What follows belongs to an exercise in optimizing a design on an open flow for small area, a short achievable clock period and few clock cycles per item; a production flow would make more cautious choices.
Only simulation tests tie the RTL to the original design; equivalence was not proved.

### design/flow/config.mk
export PLATFORM = sky130hd
export DESIGN_NAME = bitmap_shape_rasterizer_unit
export DESIGN_NICKNAME = bitmap_shape_rasterizer_unit
export VERILOG_FILES = /design/flow/design.v
export SDC_FILE = /design/flow/constraint.sdc
export NUM_CORES = 4
export LEC_CHECK = 0
export CAP_MARGIN = 20
export CORE_MARGIN = 2
export CORE_UTILIZATION = 40
export PLACE_DENSITY = 0.6
export SLEW_MARGIN = 20
### design/flow/constraint.sdc
create_clock -name core_clock -period 9.0 [get_ports {clock}]
set_input_delay 1.8000 -clock core_clock [delete_from_list [all_inputs] [get_ports {clock}]]
set_output_delay 1.8000 -clock core_clock [all_outputs]
set_load 0.01 [all_outputs]
### design/flow/design.v
package bsr_pkg;
   localparam int MODE_W = 3;
   localparam int ROW_W  = 5;
   localparam int COL_W  = 6;
   localparam int SIZE_W = 6;
   localparam int SQRT_W = 6;    
   localparam logic [MODE_W-1:0] MODE_CLEAR  = 3'd0;
   localparam logic [MODE_W-1:0] MODE_LINE   = 3'd1;
   localparam logic [MODE_W-1:0] MODE_RECT   = 3'd2;
   localparam logic [MODE_W-1:0] MODE_CIRCLE = 3'd3;
   localparam logic [MODE_W-1:0] MODE_TRI    = 3'd4;
   localparam logic [MODE_W-1:0] MODE_READ   = 3'd5;
   typedef struct packed {
      logic [MODE_W-1:0] mode;
      logic [ROW_W-1:0]  row;
      logic [COL_W-1:0]  col;
      logic [SIZE_W-1:0] size;
      logic [SIZE_W-1:0] height;
   } req_type;
   typedef struct packed {
      logic pixel;
      logic is_read_data;
   } rsp_type;
   typedef struct packed {
      logic              hit;
      logic [SQRT_W-1:0] lo;
      logic [SQRT_W-1:0] hi;
   } ring_span_type;
endpackage
module bsr_ram #(
   parameter int WIDTH = 64,
   parameter int DEPTH = 32
) (
   input  logic                             clock,
   input  logic                             we,
   input  logic [$clog2(DEPTH > 1 ? DEPTH : 2)-1:0] waddr,
   input  logic [WIDTH-1:0]                 wdata,
   input  logic                             re,
   input  logic [$clog2(DEPTH > 1 ? DEPTH : 2)-1:0] raddr,
   output logic [WIDTH-1:0]                 rdata
);
   logic [WIDTH-1:0] mem [DEPTH];
   always_ff @(posedge clock) begin
      if (we) begin
         mem[waddr] <= wdata;
      end
      if (re) begin
         rdata <= mem[raddr];
      end
   end
endmodule
module bsr_row_mask #(
   parameter int ROWS = 32,
   parameter int COLS = 64
) (
   input  bsr_pkg::req_type       cmd,
   input  logic [$clog2(ROWS)-1:0] row_idx,
   input  bsr_pkg::ring_span_type ring,
   output logic [COLS-1:0]        mask
);
   logic signed [9:0] y, r, c, s, h, c_end, r_hend, r_send;
   logic              span_en, span2_en, pt_en;
   logic signed [9:0] span_lo, span_hi, span2_lo, span2_hi, pt0, pt1;
   assign y      = signed'(10'(row_idx));
   assign r      = signed'(10'(cmd.row));
   assign c      = signed'(10'(cmd.col));
   assign s      = signed'(10'(cmd.size));
   assign h      = signed'(10'(cmd.height));
   assign c_end  = c + s - 10'sd1;
   assign r_hend = r + h - 10'sd1;
   assign r_send = r + s - 10'sd1;
   always_comb begin
      span_en  = 1'b0;
      span2_en = 1'b0;
      pt_en    = 1'b0;
      span_lo  = c;
      span_hi  = c_end;
      span2_lo = c;
      span2_hi = c_end;
      pt0      = c;
      pt1      = c_end;
      case (cmd.mode)
         bsr_pkg::MODE_LINE: begin
            span_en = (y == r);
         end
         bsr_pkg::MODE_RECT: begin
            span_en = (y == r) || (y == r_hend);
            pt_en   = (y >= r) && (y <= r_hend);
         end
         bsr_pkg::MODE_TRI: begin
            span_en = (y == r_send);
            pt_en   = (y >= r) && (y <= r_send);
            pt1     = c + y - r;    
         end
         bsr_pkg::MODE_CIRCLE: begin
            span_en  = ring.hit;
            span2_en = ring.hit;
            span_lo  = c + signed'(10'(ring.lo));
            span_hi  = c + signed'(10'(ring.hi));
            span2_lo = c - signed'(10'(ring.hi));
            span2_hi = c - signed'(10'(ring.lo));
         end
         default: begin
         end
      endcase
   end
   always_comb begin
      for (int j = 0; j < COLS; j++) begin
         mask[j] = (span_en && (10'(j) >= span_lo) && (10'(j) <= span_hi))
                || (span2_en && (10'(j) >= span2_lo) && (10'(j) <= span2_hi))
                || (pt_en && ((10'(j) == pt0) || (10'(j) == pt1)));
      end
   end
endmodule
module bitmap_shape_rasterizer_unit (
   input  logic       clock,
   input  logic       reset,
   input  logic       req_valid,
   output logic       req_ready,
   input  logic [2:0] req_mode,
   input  logic [4:0] req_row,
   input  logic [5:0] req_col,
   input  logic [5:0] req_size,
   input  logic [5:0] req_height,
   output logic       rsp_valid,
   input  logic       rsp_ready,
   output logic       rsp_pixel,
   output logic       rsp_is_read_data
);
   localparam int ROWS = 32;
   localparam int COLS = 64;
   localparam int SQRT_W = bsr_pkg::SQRT_W;
   bsr_pkg::req_type req_data;
   bsr_pkg::rsp_type rsp_data;
   assign req_data.mode   = req_mode;
   assign req_data.row    = req_row;
   assign req_data.col    = req_col;
   assign req_data.size   = req_size;
   assign req_data.height = req_height;
   assign rsp_pixel        = rsp_data.pixel;
   assign rsp_is_read_data = rsp_data.is_read_data;
   localparam int RIDX_W = $clog2(ROWS);
   localparam int CIDX_W = $clog2(COLS);
   localparam logic [3:0] S_IDLE = 4'd0;
   localparam logic [3:0] S_SQ   = 4'd1;   
   localparam logic [3:0] S_DX   = 4'd2;   
   localparam logic [3:0] S_ISH  = 4'd3;   
   localparam logic [3:0] S_ISL  = 4'd4;   
   localparam logic [3:0] S_RD   = 4'd5;   
   localparam logic [3:0] S_WR   = 4'd6;   
   localparam logic [3:0] S_CELL = 4'd7;   
   localparam logic [3:0] S_RSP  = 4'd8;   
   logic [3:0]        state_ff, state_in;
   bsr_pkg::req_type           cmd_ff, cmd_in;
   logic [RIDX_W-1:0] row_ff, row_in;
   logic [ROWS-1:0]   valid_ff, valid_in;
   logic [11:0]       sq_ff, sq_in;
   logic signed [17:0] thi_ff, thi_in, tlm_ff, tlm_in;
   logic [2:0]        bit_ff, bit_in;
   logic [SQRT_W-1:0] rhi_ff, rhi_in, rlo_ff, rlo_in;
   bsr_pkg::rsp_type           res_ff, res_in, rsp_data_ff, rsp_data_in;
   logic              rsp_valid_ff, rsp_valid_in;
   logic              req_fire, rsp_free, last_row;
   logic [7:0]        mul_op;
   logic [15:0]       mul_prod;
   logic signed [17:0] prod_s, ring_lo, ring_hi;
   logic signed [9:0] dx;
   logic [7:0]        adx;
   logic [SQRT_W-1:0] cand, ring_a;
   bsr_pkg::ring_span_type     ring;
   logic [COLS-1:0]   mask, rdata, wdata;
   logic              ram_we, ram_re, cell_row_ok, cell_col_ok;
   logic [RIDX_W-1:0] ram_raddr;
   assign req_ready = (state_ff == S_IDLE);
   assign req_fire  = req_valid && req_ready;
   assign rsp_valid = rsp_valid_ff;
   assign rsp_data  = rsp_data_ff;
   assign rsp_free  = !rsp_valid_ff || rsp_ready;
   assign last_row  = (row_ff == RIDX_W'(ROWS - 1));
   assign dx   = signed'(10'(row_ff)) - signed'(10'(cmd_ff.row));
   assign adx  = dx[9] ? 8'(-dx) : 8'(dx);
   assign cand = (state_ff == S_ISH ? rhi_ff : rlo_ff) | (SQRT_W'(1) << bit_ff);
   always_comb begin
      case (state_ff)
         S_SQ:    mul_op = 8'(cmd_ff.size);
         S_DX:    mul_op = adx;
         default: mul_op = 8'(cand);
      endcase
   end
   assign mul_prod = mul_op * mul_op;
   assign prod_s   = signed'(18'(mul_prod));
   assign ring_lo = signed'(18'(sq_ff)) - signed'(18'(cmd_ff.size));
   assign ring_hi = signed'(18'(sq_ff)) + signed'(18'(cmd_ff.size));
   assign ring_a   = tlm_ff[17] ? '0 : rlo_ff + SQRT_W'(1);
   assign ring.lo  = ring_a;
   assign ring.hi  = rhi_ff;
   assign ring.hit = !thi_ff[17] && (ring_a <= rhi_ff);
   bsr_row_mask #(.ROWS(ROWS), .COLS(COLS)) u_mask (
      .cmd     (cmd_ff),
      .row_idx (row_ff),
      .ring    (ring),
      .mask    (mask)
   );
   assign cell_row_ok = (int'(req_data.row) < ROWS);
   assign ram_re      = (state_ff == S_RD) ||
                        (req_fire && (req_data.mode == bsr_pkg::MODE_READ) && cell_row_ok);
   assign ram_raddr   = (state_ff == S_IDLE) ? RIDX_W'(req_data.row) : row_ff;
   assign ram_we      = (state_ff == S_WR);
   assign wdata       = (valid_ff[row_ff] ? rdata : '0) | mask;
   assign cell_col_ok = (int'(cmd_ff.col) < COLS);
   bsr_ram #(.WIDTH(COLS), .DEPTH(ROWS)) u_canvas (
      .clock (clock),
      .we    (ram_we),
      .waddr (row_ff),
      .wdata (wdata),
      .re    (ram_re),
      .raddr (ram_raddr),
      .rdata (rdata)
   );
   always_comb begin
      state_in     = state_ff;
      cmd_in       = cmd_ff;
      row_in       = row_ff;
      valid_in     = valid_ff;
      sq_in        = sq_ff;
      thi_in       = thi_ff;
      tlm_in       = tlm_ff;
      bit_in       = bit_ff;
      rhi_in       = rhi_ff;
      rlo_in       = rlo_ff;
      res_in       = res_ff;
      rsp_data_in  = rsp_data_ff;
      rsp_valid_in = rsp_valid_ff && !rsp_ready;
      case (state_ff)
         S_IDLE: begin
            if (req_fire) begin
               cmd_in              = req_data;
               row_in              = '0;
               res_in.pixel        = 1'b0;
               res_in.is_read_data = (req_data.mode == bsr_pkg::MODE_READ);
               case (req_data.mode)
                  bsr_pkg::MODE_CLEAR: begin
                     valid_in = '0;
                     state_in = S_RSP;
                  end
                  bsr_pkg::MODE_LINE, bsr_pkg::MODE_RECT, bsr_pkg::MODE_TRI: state_in = S_RD;
                  bsr_pkg::MODE_CIRCLE: state_in = S_SQ;
                  bsr_pkg::MODE_READ:   state_in = S_CELL;
                  default:     state_in = S_RSP;
               endcase
            end
         end
         S_SQ: begin
            sq_in    = mul_prod[11:0];
            state_in = S_DX;
         end
         S_DX: begin
            thi_in   = ring_hi - prod_s;
            tlm_in   = ring_lo - prod_s - 18'sd1;
            rhi_in   = '0;
            bit_in   = 3'(SQRT_W - 1);
            state_in = S_ISH;
         end
         S_ISH: begin
            if (!thi_ff[17] && (prod_s <= thi_ff)) begin
               rhi_in = cand;
            end
            if (bit_ff == 3'd0) begin
               rlo_in   = '0;
               bit_in   = 3'(SQRT_W - 1);
               state_in = S_ISL;
            end else begin
               bit_in = bit_ff - 3'd1;
            end
         end
         S_ISL: begin
            if (!tlm_ff[17] && (prod_s <= tlm_ff)) begin
               rlo_in = cand;
            end
            if (bit_ff == 3'd0) begin
               state_in = S_RD;
            end else begin
               bit_in = bit_ff - 3'd1;
            end
         end
         S_RD: begin
            state_in = S_WR;
         end
         S_WR: begin
            valid_in[row_ff] = 1'b1;
            if (last_row) begin
               state_in = S_RSP;
            end else begin
               row_in   = row_ff + RIDX_W'(1);
               state_in = (cmd_ff.mode == bsr_pkg::MODE_CIRCLE) ? S_DX : S_RD;
            end
         end
         S_CELL: begin
            res_in.pixel = (int'(cmd_ff.row) < ROWS) && cell_col_ok &&
                           valid_ff[RIDX_W'(cmd_ff.row)] && rdata[CIDX_W'(cmd_ff.col)];
            state_in     = S_RSP;
         end
         S_RSP: begin
            if (rsp_free) begin
               rsp_data_in  = res_ff;
               rsp_valid_in = 1'b1;
               state_in     = S_IDLE;
            end
         end
         default: begin
            state_in = S_IDLE;
         end
      endcase
   end
   always_ff @(posedge clock) begin
      if (reset) begin
         state_ff     <= S_IDLE;
         valid_ff     <= '0;
         rsp_valid_ff <= 1'b0;
      end else begin
         state_ff     <= state_in;
         valid_ff     <= valid_in;
         rsp_valid_ff <= rsp_valid_in;
      end
      cmd_ff      <= cmd_in;
      row_ff      <= row_in;
      sq_ff       <= sq_in;
      thi_ff      <= thi_in;
      tlm_ff      <= tlm_in;
      bit_ff      <= bit_in;
      rhi_ff      <= rhi_in;
      rlo_ff      <= rlo_in;
      res_ff      <= res_in;
      rsp_data_ff <= rsp_data_in;
   end
endmodule
### design/flow/run.sh
#!/bin/bash
# synth_recipe.tcl (not shown) runs the flow's synth.tcl, then flattens the netlist and writes it again
# the make line also repeats each setting of config.mk as NAME=value (left out here)
make -C /OpenROAD-flow-scripts/flow DESIGN_CONFIG=/design/flow/config.mk WORK_HOME=/design/flow/orfs CLKGATE_MAP_FILE= SYNTH_SCRIPT=/design/flow/synth_recipe.tcl finish
==> impl_metrics.ini, run 1 <==
[placement]
dp_hpwl_mm = 194
gp_congestion = 1.06
port-buffer-count = 33
dpl-instance-area_sq_um = 106000

[route]
drc = 0
via_count = 61700
drt_iter0_markers = 7905
avgViaCountPerCell = 6.16
firstDrtPassIters = 5
antenna_left = 0
wl_per_cell_microns = 32.3
wl_mm = 324

[critical_path]
slowest_delay_ns = 0.55
required_ns = 9.62
cp_max_fo = 6
cp_slowest_cell = fa_1
reg2reg_depth = 33
worstPathArrival_ns = 8.91
critPathLaunchType = register
crit_top_cell = ha_1
end_kind = register
path_class = register to register

[grt]
grt_usage = 0.253
grtUsageMet1 = 0.362
gr-max-usage-layer = met2
grt_use_met3 = 0.0409
grt_pass1_vias = 60000
grt_pass1_wl_mm = 456
grt_max_degree = 125
antenna_found_initial = 7
grt_use_met2 = 0.392
overflow = 0

[die]
core_area_sq_um = 248000
row_count = 183
fp.dieW_microns = 504
initial_utilization = 0.402
die_y_microns = 504
dieArea_sq_um = 254000
io_pins = 34

[clock_network]
clkTransAtPathRegs_ns = 0.06
clockBufferDepth = 3
clk_latency_ns = 0.93
htree_num_levels = 4
cts_tree = done
ctsHoldBuffers = 0
cts-root-buf = clkbuf_16
postCtsSetupBuffers = 0
clock-sinks = 2245
cts_resized = 0
numCtsBuffers = 226

[sta]
tns_ns = 0
final-setup-viol-count = 0
maxSlewViolCount = 0
fin_skew_ns = 0.0825
fin_crit_ns = 8.28
rsz0062_at_grt = false
holdWs_ns = 0.423
clock.fmax_ghz = 0.121
hold_viol_final = 0
worstMarginPinSlew_ns = 1.27
relSlewSlack = 0.144
timing.final.crit_share = 0.920

[synth]
synth-edff-count = 2208
ys_top_cells_by_area = edfxtp_1 (66%), mux4_2 (12%), nand2_1 (2.9%)
yosys.area.top_type = edfxtp_1
synth_ff_type = edfxtp_1
yosysTopAreaCellShare = 0.664
yosysMostFrequentCell = edfxtp_1
ys_types = 111
synth_area_per_cell_sq_um = 15.8
syn_inst = 6324
yosysSeqAreaShare = 0.672
yosys_warnings = 3
synthesis.area_sq_um = 99800
synth_seq_cells = 2245
synth_common_cells = edfxtp_1 (2208), nand2_1 (769), mux4_2 (551)
async_reset_ff_frac = 0

[finish]
final_nets = 6758
drive_gt1_frac = 0.190
area_delta_synth_final_pct = 13.4
antenna_cells = 0
fin_area_sq_um = 113000

[outcome]
status = finished clean

[job]
drv_cap = 0

[worst_hold_path]
holdPathStages = 0
min-delay-path-class = register to register
==> metrics by stage <==
step / cells / setup slack (ns) / util
finish: 10000 / 0.716 / 0.456
detailed placement: 9599 / 0.502 / 0.425
global placement: 9596 / 0.532 / 0.425
CTS: 10000 / 0.439 / 0.455
global route: 10000 / 0.0366 / 0.456
floorplan: 6342 / 0.209 / -
==> worst max-delay path, delay by kind of cell, from the launching register on <==
kind | cells | cell delay, ns
fa+ha+maj | 8 | 3.05
compound gates | 12 | 2.56
simple gates | 6 | 0.98
xor+xnor | 3 | 0.51
flops | 1 | 0.47
buf+inv | 4 | 0.42
==> routing by layer <==
layer | up-vias | wire [microns] | share of wire
met5 | - | 41 | 0.00013
met4 | 6 | 12800 | 0.040
met3 | 571 | 26100 | 0.081
met2 | 3009 | 149000 | 0.46
met1 | 32800 | 136000 | 0.42
li1 | 25300 | - | -
==> path summary, 6_finish.rpt <==
path | from | endpoint | slack, ns
worst max-delay path | cmd_ff[20] | rlo_ff[5] | 0.72
worst min-delay path | res_ff[1] | rsp_data_ff[1] | 0.42
worst max register to register | cmd_ff[20] | rlo_ff[5] | 0.72
worst min register to register | res_ff[1] | rsp_data_ff[1] | 0.42
==> placed cells by master, fill, tap and decap left out, drive strengths merged, types with 33 or more instances in the layout <==
| master | netlist | final |
|---|---|---|
| clkinv | 1 | 92 |
| o211ai | 44 | 44 |
| xor2 | 36 | 36 |
| fa | 39 | 39 |
| nor2b | 37 | 37 |
| xnor2 | 53 | 53 |
| a22oi | 50 | 50 |
| ha | 191 | 191 |
| nand3 | 453 | 453 |
| mux4 | 551 | 551 |
| clkbuf | 241 | 280 |
| buf | 100 | 235 |
| nor2 | 280 | 280 |
| clkdlybuf4s50 | 0 | 33 |
| nand4 | 33 | 33 |
| a21oi | 174 | 174 |
| edfxtp | 2208 | 2208 |
| inv | 179 | 188 |
| nand2 | 769 | 769 |
| o21ai | 140 | 140 |
| and3 | 34 | 34 |
| dfxtp | 37 | 37 |
| nor3 | 74 | 74 |
==> flip-flops by register name, indices dropped and copies added, names as in the netlist, 4 cells and up <==
register	flops
sq_ff	11
row_ff	5
u_canvas.mem	2048
rhi_ff	6
state_ff	4
u_canvas.rdata	64
valid_ff	32
tlm_ff	18
rlo_ff	6
cmd_ff	26
thi_ff	17
==> area by class of cell <==
| cell class | count | area (sq um) |
|---|---|---|
| sequential | 2245 | 67000 |
| tap | 3330 | 4170 |
| clock inverter | 136 | 1510 |
| multi-input combinational | 3576 | 31600 |
| inverter | 180 | 676 |
| fill | 21500 | 135000 |
| timing repair buffer | 269 | 2290 |
| clock buffer | 279 | 5920 |
==> logic make-up (layout without fill, tap and decap cells) <==
group / Yosys count / after routing / synth area share
mux: 573 / 573 / 0.127
other cells: 2 / 20 / 0.0000752
flops: 2245 / 2245 / 0.672
compound gates: 793 / 793 / 0.0553
simple gates: 1868 / 1868 / 0.0858
xor+xnor: 91 / 91 / 0.00846
buf+inv: 521 / 864 / 0.0204
fa+ha+maj: 231 / 231 / 0.0319
Testbench counts, summed over its fixed seeds: cycles 161,166, items 2,400.
==> run 2: changes to the inputs <==
--- a/design/flow/design.v
+++ b/design/flow/design.v
@@ -153,6 +153,8 @@
    logic [3:0]        state_ff, state_in;
    bsr_pkg::req_type           cmd_ff, cmd_in;
    logic [RIDX_W-1:0] row_ff, row_in;
+   logic [RIDX_W-1:0] rend_ff, rend_in;    
+   logic signed [7:0] rq, sq, hq, rlo, rhi;
    logic [ROWS-1:0]   valid_ff, valid_in;
    logic [11:0]       sq_ff, sq_in;
    logic signed [17:0] thi_ff, thi_in, tlm_ff, tlm_in;
@@ -176,7 +178,32 @@
    assign rsp_valid = rsp_valid_ff;
    assign rsp_data  = rsp_data_ff;
    assign rsp_free  = !rsp_valid_ff || rsp_ready;
-   assign last_row  = (row_ff == RIDX_W'(ROWS - 1));
+   assign last_row  = (row_ff == rend_ff);
+   always_comb begin
+      rq = 8'(req_data.row);
+      sq = 8'(req_data.size);
+      hq = 8'(req_data.height);
+      case (req_data.mode)
+         bsr_pkg::MODE_RECT: begin
+            rlo = (hq == 8'sd0) ? rq - 8'sd1 : rq;
+            rhi = (hq == 8'sd0) ? rq : rq + hq - 8'sd1;
+         end
+         bsr_pkg::MODE_TRI: begin
+            rlo = rq;
+            rhi = (sq == 8'sd0) ? rq : rq + sq - 8'sd1;
+         end
+         bsr_pkg::MODE_CIRCLE: begin
+            rlo = rq - sq;
+            rhi = rq + sq;
+         end
+         default: begin
+            rlo = rq;
+            rhi = rq;
+         end
+      endcase
+      if (rlo < 8'sd0) rlo = 8'sd0;
+      if (rhi > 8'sd31) rhi = 8'sd31;
+   end
    assign dx   = signed'(10'(row_ff)) - signed'(10'(cmd_ff.row));
    assign adx  = dx[9] ? 8'(-dx) : 8'(dx);
    assign cand = (state_ff == S_ISH ? rhi_ff : rlo_ff) | (SQRT_W'(1) << bit_ff);
@@ -221,6 +248,7 @@
       state_in     = state_ff;
       cmd_in       = cmd_ff;
       row_in       = row_ff;
+      rend_in      = rend_ff;
       valid_in     = valid_ff;
       sq_in        = sq_ff;
       thi_in       = thi_ff;
@@ -235,7 +263,8 @@
          S_IDLE: begin
             if (req_fire) begin
                cmd_in              = req_data;
-               row_in              = '0;
+               row_in              = RIDX_W'(rlo);
+               rend_in             = RIDX_W'(rhi);
                res_in.pixel        = 1'b0;
                res_in.is_read_data = (req_data.mode == bsr_pkg::MODE_READ);
                case (req_data.mode)
@@ -324,6 +353,7 @@
       end
       cmd_ff      <= cmd_in;
       row_ff      <= row_in;
+      rend_ff     <= rend_in;
       sq_ff       <= sq_in;
       thi_ff      <= thi_in;
       tlm_ff      <= tlm_in;
==> run 2 against run 1 <==
  * Still clean
  * Highest routed layer unchanged
  * Fmax fell by 0.36%
  * Sequential share of layout area fell by 0.47 points
  * Critical endpoint is now thi_ff[16]
  * Worst hold slack got worse by 0.0026 ns
  * Clock-buffer cell count fell by 7
  * Setup slack got worse by 0.030 ns
  * Via count barely moved
  * First-iteration DRC count fell by 11%
==> impl_metrics.ini, run 2 <==
[outcome]
status = finished clean

[critical_path]
r2r_end = thi_ff[16]
end_kind = register
reg2reg_depth = 32
cp_slowest_cell = fa_1
cp_max_fo = 14
worstPathArrival_ns = 8.96
path_class = register to register
critPathLaunchType = register
crit_top_cell = inv_1
r2r-start = cmd_ff[19]
rrSetupSlack_ns = 0.69
required_ns = 9.65
slowest_delay_ns = 0.65

[grt]
grt_pass1_vias = 60300
grt_pass1_wl_mm = 448
grt_usage = 0.242
antenna_found_initial = 6
grt_max_degree = 113
overflow = 0

[die]
core_area_sq_um = 252000
dieArea_sq_um = 257000
row_count = 184
initial_utilization = 0.402
fp.dieW_microns = 507
die_y_microns = 507
io_pins = 34

[sta]
tns_ns = 0
worstMarginPinSlew_ns = 1.26
fin_crit_ns = 8.31
fin_skew_ns = 0.0851
timing.final.crit_share = 0.924
final-setup-viol-count = 0
hold_viol_final = 0
rsz0062_at_grt = false
clock.fmax_ghz = 0.120
relSlewSlack = 0.137
maxSlewViolCount = 0

[synth]
yosysMostFrequentCell = edfxtp_1
synthesis.area_sq_um = 101000
synth-edff-count = 2213
yosys_warnings = 3
syn_inst = 6513
synth_area_per_cell_sq_um = 15.5
ys_top_cells_by_area = edfxtp_1 (66%), mux4_2 (12%), nand2_1 (2.8%)
synth_seq_cells = 2250
synth_common_cells = edfxtp_1 (2213), nand2_1 (767), mux4_2 (551)
ys_types = 103
async_reset_ff_frac = 0
yosysSeqAreaShare = 0.664
yosysTopAreaCellShare = 0.656
synth_ff_type = edfxtp_1
yosys.area.top_type = edfxtp_1

[clock_network]
cts_resized = 0
clk_latency_ns = 0.91
cts_tree = done
ctsHoldBuffers = 0
clock-sinks = 2250
clkTransAtPathRegs_ns = 0.06
clockBufferDepth = 3
htree_num_levels = 4
numCtsBuffers = 226
cts-root-buf = clkbuf_16
postCtsSetupBuffers = 0

[route]
avgViaCountPerCell = 6.05
antenna_left = 0
wl_per_cell_microns = 30.9
via_count = 61700
firstDrtPassIters = 7
drc = 0
drt_iter0_markers = 7007
wl_mm = 315

[finish]
final_common_cell = edfxtp_1
top_regs = u_canvas.mem (2048), u_canvas.rdata (64), valid_ff (32)
area_delta_synth_final_pct = 12.9
final_util = 0.454
fillers = 21700
final_nets = 6948
seqCellArea_sq_um = 67200
drive_gt1_frac = 0.182
multiInputGateArea_sq_um = 32500
largest_register = u_canvas.mem
largest_reg_flops = 2048
final_cell_mix = edfxtp_1 (2213), nand2_1 (767), mux4_2 (551), nand3_1 (412), nor2_1 (270)

[placement]
port-buffer-count = 33
gp_congestion = 1.03
dp_hpwl_mm = 186

[worst_hold_path]
holdPathStages = 0
hold_end = rsp_data_ff[0]
min-delay-path-class = register to register
min_from = res_ff[0]

[job]
drv_cap = 0
## run 2: cell type report
type,count,share of cell area
sequential,2250,0.588
multi-input combinational,3719,0.284
clock buffer,272,0.0511
tap,3348,0.0366
timing repair buffer,244,0.0205
clock inverter,144,0.0125
inverter,220,0.00722
antenna,2,0.0000438
## run 2: how the worst max path moves through the flow
stage	from	to	slack, ns	depth (start not counted)
after floorplan	row_ff[0]	rhi_ff[0]	0.31	33
after global placement	cmd_ff[19]	thi_ff[16]	0.50	32
after detailed placement	cmd_ff[20]	thi_ff[16]	0.41	30
after CTS	cmd_ff[20]	thi_ff[16]	0.38	30
after global routing	cmd_ff[20]	rlo_ff[5]	0.07	36
final	cmd_ff[19]	thi_ff[16]	0.69	32
## run 2: layer usage
| metal | wire length, microns | track usage | up-vias |
|---|---|---|---|
| met5 | 7 | 0 | - |
| met4 | 11100 | 0.0806 | 2 |
| met3 | 24500 | 0.0438 | 500 |
| met2 | 147000 | 0.383 | 2778 |
| met1 | 132000 | 0.339 | 32500 |
| li1 | - | - | 25900 |
## run 2: logic make-up (layout without fill, tap and decap cells)
| family | Yosys count | in the layout | share of synthesized area |
|---|---|---|---|
| adder cells (fa/ha/maj) | 257 | 257 | 0.0349 |
| other | 2 | 22 | 0.0000742 |
| buffers and inverters | 562 | 880 | 0.0223 |
| AO/OA/AOI/OAI | 916 | 916 | 0.0616 |
| AND/OR/NAND/NOR | 1840 | 1840 | 0.0827 |
| multiplexers | 576 | 576 | 0.125 |
| flip-flops | 2250 | 2250 | 0.664 |
| XOR/XNOR | 110 | 110 | 0.00983 |
## run 2: per-stage QoR
stage          area (sq um)  worst slack [ns]  hold WS (ns)  cells
2_1_floorplan        101000             0.307         0.400   6531
3_3_place_gp         107000             0.495         0.407   9774
3_5_place_dp         107000             0.411         0.407   9781
4_1_cts              114000             0.377         0.421  10200
5_1_grt              114000            0.0660         0.423  10200
6_report             114000             0.685         0.420  10200
## run 2: critical path: cells and delay by family, from the launching register on
kind,cells,cell delay (ns)
DFF,1,0.38
xor gates and xnor gates,2,0.54
AOI/OAI and AO/OA,6,1.24
and+or+nand+nor,7,1.53
adders and majority gates,9,3.51
buffers and inverters,8,0.85
Testbench counts of run 2, summed over its fixed seeds: cycles 63,433, items 2,400.
==> run 3: changes to the inputs <==
--- a/design/flow/design.v
+++ b/design/flow/design.v
@@ -215,6 +215,12 @@
       endcase
    end
    assign mul_prod = mul_op * mul_op;
+   logic [SQRT_W-1:0] cand_lo;
+   logic [15:0]       mul_lo;
+   logic signed [17:0] prod_lo;
+   assign cand_lo = rlo_ff | (SQRT_W'(1) << bit_ff);
+   assign mul_lo  = 16'(cand_lo) * 16'(cand_lo);
+   assign prod_lo = signed'(18'(mul_lo));
    assign prod_s   = signed'(18'(mul_prod));
    assign ring_lo = signed'(18'(sq_ff)) - signed'(18'(cmd_ff.size));
    assign ring_hi = signed'(18'(sq_ff)) + signed'(18'(cmd_ff.size));
@@ -287,6 +293,7 @@
             thi_in   = ring_hi - prod_s;
             tlm_in   = ring_lo - prod_s - 18'sd1;
             rhi_in   = '0;
+            rlo_in   = '0;
             bit_in   = 3'(SQRT_W - 1);
             state_in = S_ISH;
          end
@@ -294,10 +301,11 @@
             if (!thi_ff[17] && (prod_s <= thi_ff)) begin
                rhi_in = cand;
             end
+            if (!tlm_ff[17] && (prod_lo <= tlm_ff)) begin
+               rlo_in = cand_lo;
+            end
             if (bit_ff == 3'd0) begin
-               rlo_in   = '0;
-               bit_in   = 3'(SQRT_W - 1);
-               state_in = S_ISL;
+               state_in = S_RD;
             end else begin
                bit_in = bit_ff - 3'd1;
             end
==> run 3 against run 2 <==
  * Clock-buffer cell count is 19 lower
  * Fmax up 1.4%
  * Global-route usage is 0.22 points higher
  * Routed wire length increased by 1.2%
  * Flip-flop and latch count is the same
==> impl_metrics.ini, run 3 <==
[critical_path]
r2r_end = rlo_ff[3]
path_delay_family = adder cells
critPathLaunch = cmd_ff[20]
path_class = register to register
worstPathArrival_ns = 8.67
cp_slowest_cell = fa_1
critPathBufInv = 4
r2r-start = cmd_ff[20]
end_kind = register
reg2reg_depth = 32
required_ns = 9.46
critPathLaunchType = register
slowest_delay_ns = 0.54
cp_max_fo = 6
endpoint = rlo_ff[3]
rrSetupSlack_ns = 0.80
crit_cells = 32

[route]
firstDrtPassIters = 6
wl_per_cell_microns = 30.9
drc = 0
avgViaCountPerCell = 6.05
drt_iter0_markers = 7667
antenna_left = 0
wl_mm = 319
via_count = 62400

[synth]
muxShareOfSynthArea = 0.123
synth-simple-area-share = 0.0851
synth_common_cells = edfxtp_1 (2213), nand2_1 (832), mux4_2 (551)
synth_xor_area_frac = 0.0103
synth_ff_type = edfxtp_1
synth_top_family_by_area = multiplexers
synthesis.area_sq_um = 102000
syn_inst = 6606
ys_top_cells_by_area = edfxtp_1 (65%), mux4_2 (12%), nand2_1 (3.1%)
async_reset_ff_frac = 0
yosysTopAreaCellShare = 0.654
ys_types = 95
synthAdderAreaFrac = 0.0391
synth-edff-count = 2213
synth_compound_area_frac = 0.0607
synth_seq_cells = 2250
yosysSeqAreaShare = 0.662
synth_area_per_cell_sq_um = 15.4
yosys_warnings = 3
yosys.area.top_type = edfxtp_1
yosysMostFrequentCell = edfxtp_1

[grt]
overflow = 0
grt_max_degree = 111
gr-max-usage-layer = met2
grtUsageMet1 = 0.343
grt_use_met2 = 0.391
grt_usage = 0.244
grt_pass1_vias = 61400
grt_pass1_wl_mm = 454
antenna_found_initial = 7
grt_use_met3 = 0.0384

[sta]
worstMarginPinSlew_ns = 1.17
fin_crit_ns = 8.20
fin_skew_ns = 0.0893
timing.final.crit_share = 0.911
relSlewSlack = 0.218
tns_ns = 0
maxSlewViolCount = 0
final-setup-viol-count = 0
holdWs_ns = 0.418
hold_viol_final = 0
rsz0062_at_grt = false
clock.fmax_ghz = 0.122

[die]
core_area_sq_um = 252000
die_y_microns = 508
initial_utilization = 0.403
row_count = 184
dieArea_sq_um = 258000
fp.dieW_microns = 508
io_pins = 34

[finish]
largest_reg_flops = 2048
final_cell_mix = edfxtp_1 (2213), nand2_1 (830), mux4_2 (551), nand3_1 (398), nor2_1 (281)
final_common_cell = edfxtp_1
area_delta_synth_final_pct = 12.9
largest_register = u_canvas.mem
drive_gt1_frac = 0.176
final_cells = 10300
top_regs = u_canvas.mem (2048), u_canvas.rdata (64), valid_ff (32)
final_nets = 7085
final_util = 0.455

[clock_network]
clkTransAtPathRegs_ns = 0.06
postCtsSetupBuffers = 0
cts_resized = 0
clk_latency_ns = 0.91
clock-sinks = 2250
clockBufferDepth = 3
cts_tree = done
htree_num_levels = 4
ctsHoldBuffers = 0
cts-root-buf = clkbuf_16
numCtsBuffers = 220

[placement]
port-buffer-count = 33
dp_hpwl_mm = 196
dp_cells = 9891
gp_congestion = 1.05

[job]
drv_cap = 0

[worst_hold_path]
min-delay-path-class = register to register

[outcome]
status = finished clean
run 3: worst register-to-register path, delay by kind of cell (launching register included):
kind            cells  cell delay, ns
xor+xnor            2            0.45
compound gates     15            2.57
fa+ha+maj           7            3.00
simple gates        4            0.73
flops               1            0.43
buf+inv             4            0.61
run 3: cell families after synthesis:
group	count (synthesis)
compound gates	931
xor+xnor	119
fa+ha+maj	287
buf+inv	542
flops	2250
mux	559
other cells	2
simple gates	1916
run 3: how the worst min path moves through the flow:
stage | from | endpoint | slack (ns) | cells after the start
after global placement | res_ff[0] | rsp_data_ff[0] | 0.40 | 0
after global routing | res_ff[0] | rsp_data_ff[0] | 0.43 | 0
after CTS | res_ff[1] | rsp_data_ff[1] | 0.42 | 0
after detailed placement | res_ff[1] | rsp_data_ff[1] | 0.41 | 0
final | res_ff[1] | rsp_data_ff[1] | 0.42 | 0
after floorplan | res_ff[0] | rsp_data_ff[0] | 0.40 | 0
run 3: metrics by stage:
step,worst slack (ns),area (sq um)
4_1_cts,0.499,115000
5_1_grt,0.0776,115000
3_3_place_gp,0.588,107000
2_1_floorplan,0.284,102000
6_report,0.797,115000
3_5_place_dp,0.568,107000
run 3: area by class of cell:
| cell class | count | area [sq um] |
|---|---|---|
| fill | 21900 | 137000 |
| sequential | 2250 | 67200 |
| multi-input combinational | 3832 | 32900 |
| clock buffer | 253 | 5630 |
| tap | 3348 | 4190 |
| timing repair buffer | 264 | 2320 |
| clock inverter | 156 | 1640 |
| inverter | 200 | 751 |
| antenna | 4 | 10.0 |
run 3: metal layers:
layer	vias up	wire, microns
met2	2953	151000
met3	539	24700
li1	26200	-
met5	-	0
met1	32700	133000
met4	0	11100
Testbench counts of run 3, summed over its fixed seeds: cycles 44,443, items 2,400.

re-timing with driven ports:
In the flow no input, the clock included, has a driving cell. The finished layouts below were timed again as built, in two steps.
Step 1 assumes that a clkbuf_16 drives the clock port and a buf_2 every other input.
Step 2 adds t to the input delays and takes it off the output delays; t is the mean of the earliest and latest rising clock arrival at the registers after step 1. Input paths then give back, and output paths get back, about the clock's delay inside the block.
Three values: ideal ports, drivers, drivers and shift; two values: the first two.
run	t, ns	slack for setup (ns)	worst setup path after step 2	latest minus earliest clock arrival (ns)
run 1	0.985	0.716 / 0.716 / 0.716	register to register	0.082 / 0.083
run 2	0.957	0.685 / 0.685 / 0.685	register to register	0.091 / 0.091
run 3	0.962	0.797 / 0.797 / 0.797	register to register	0.090 / 0.089
After both steps every run listed still meets setup and hold.
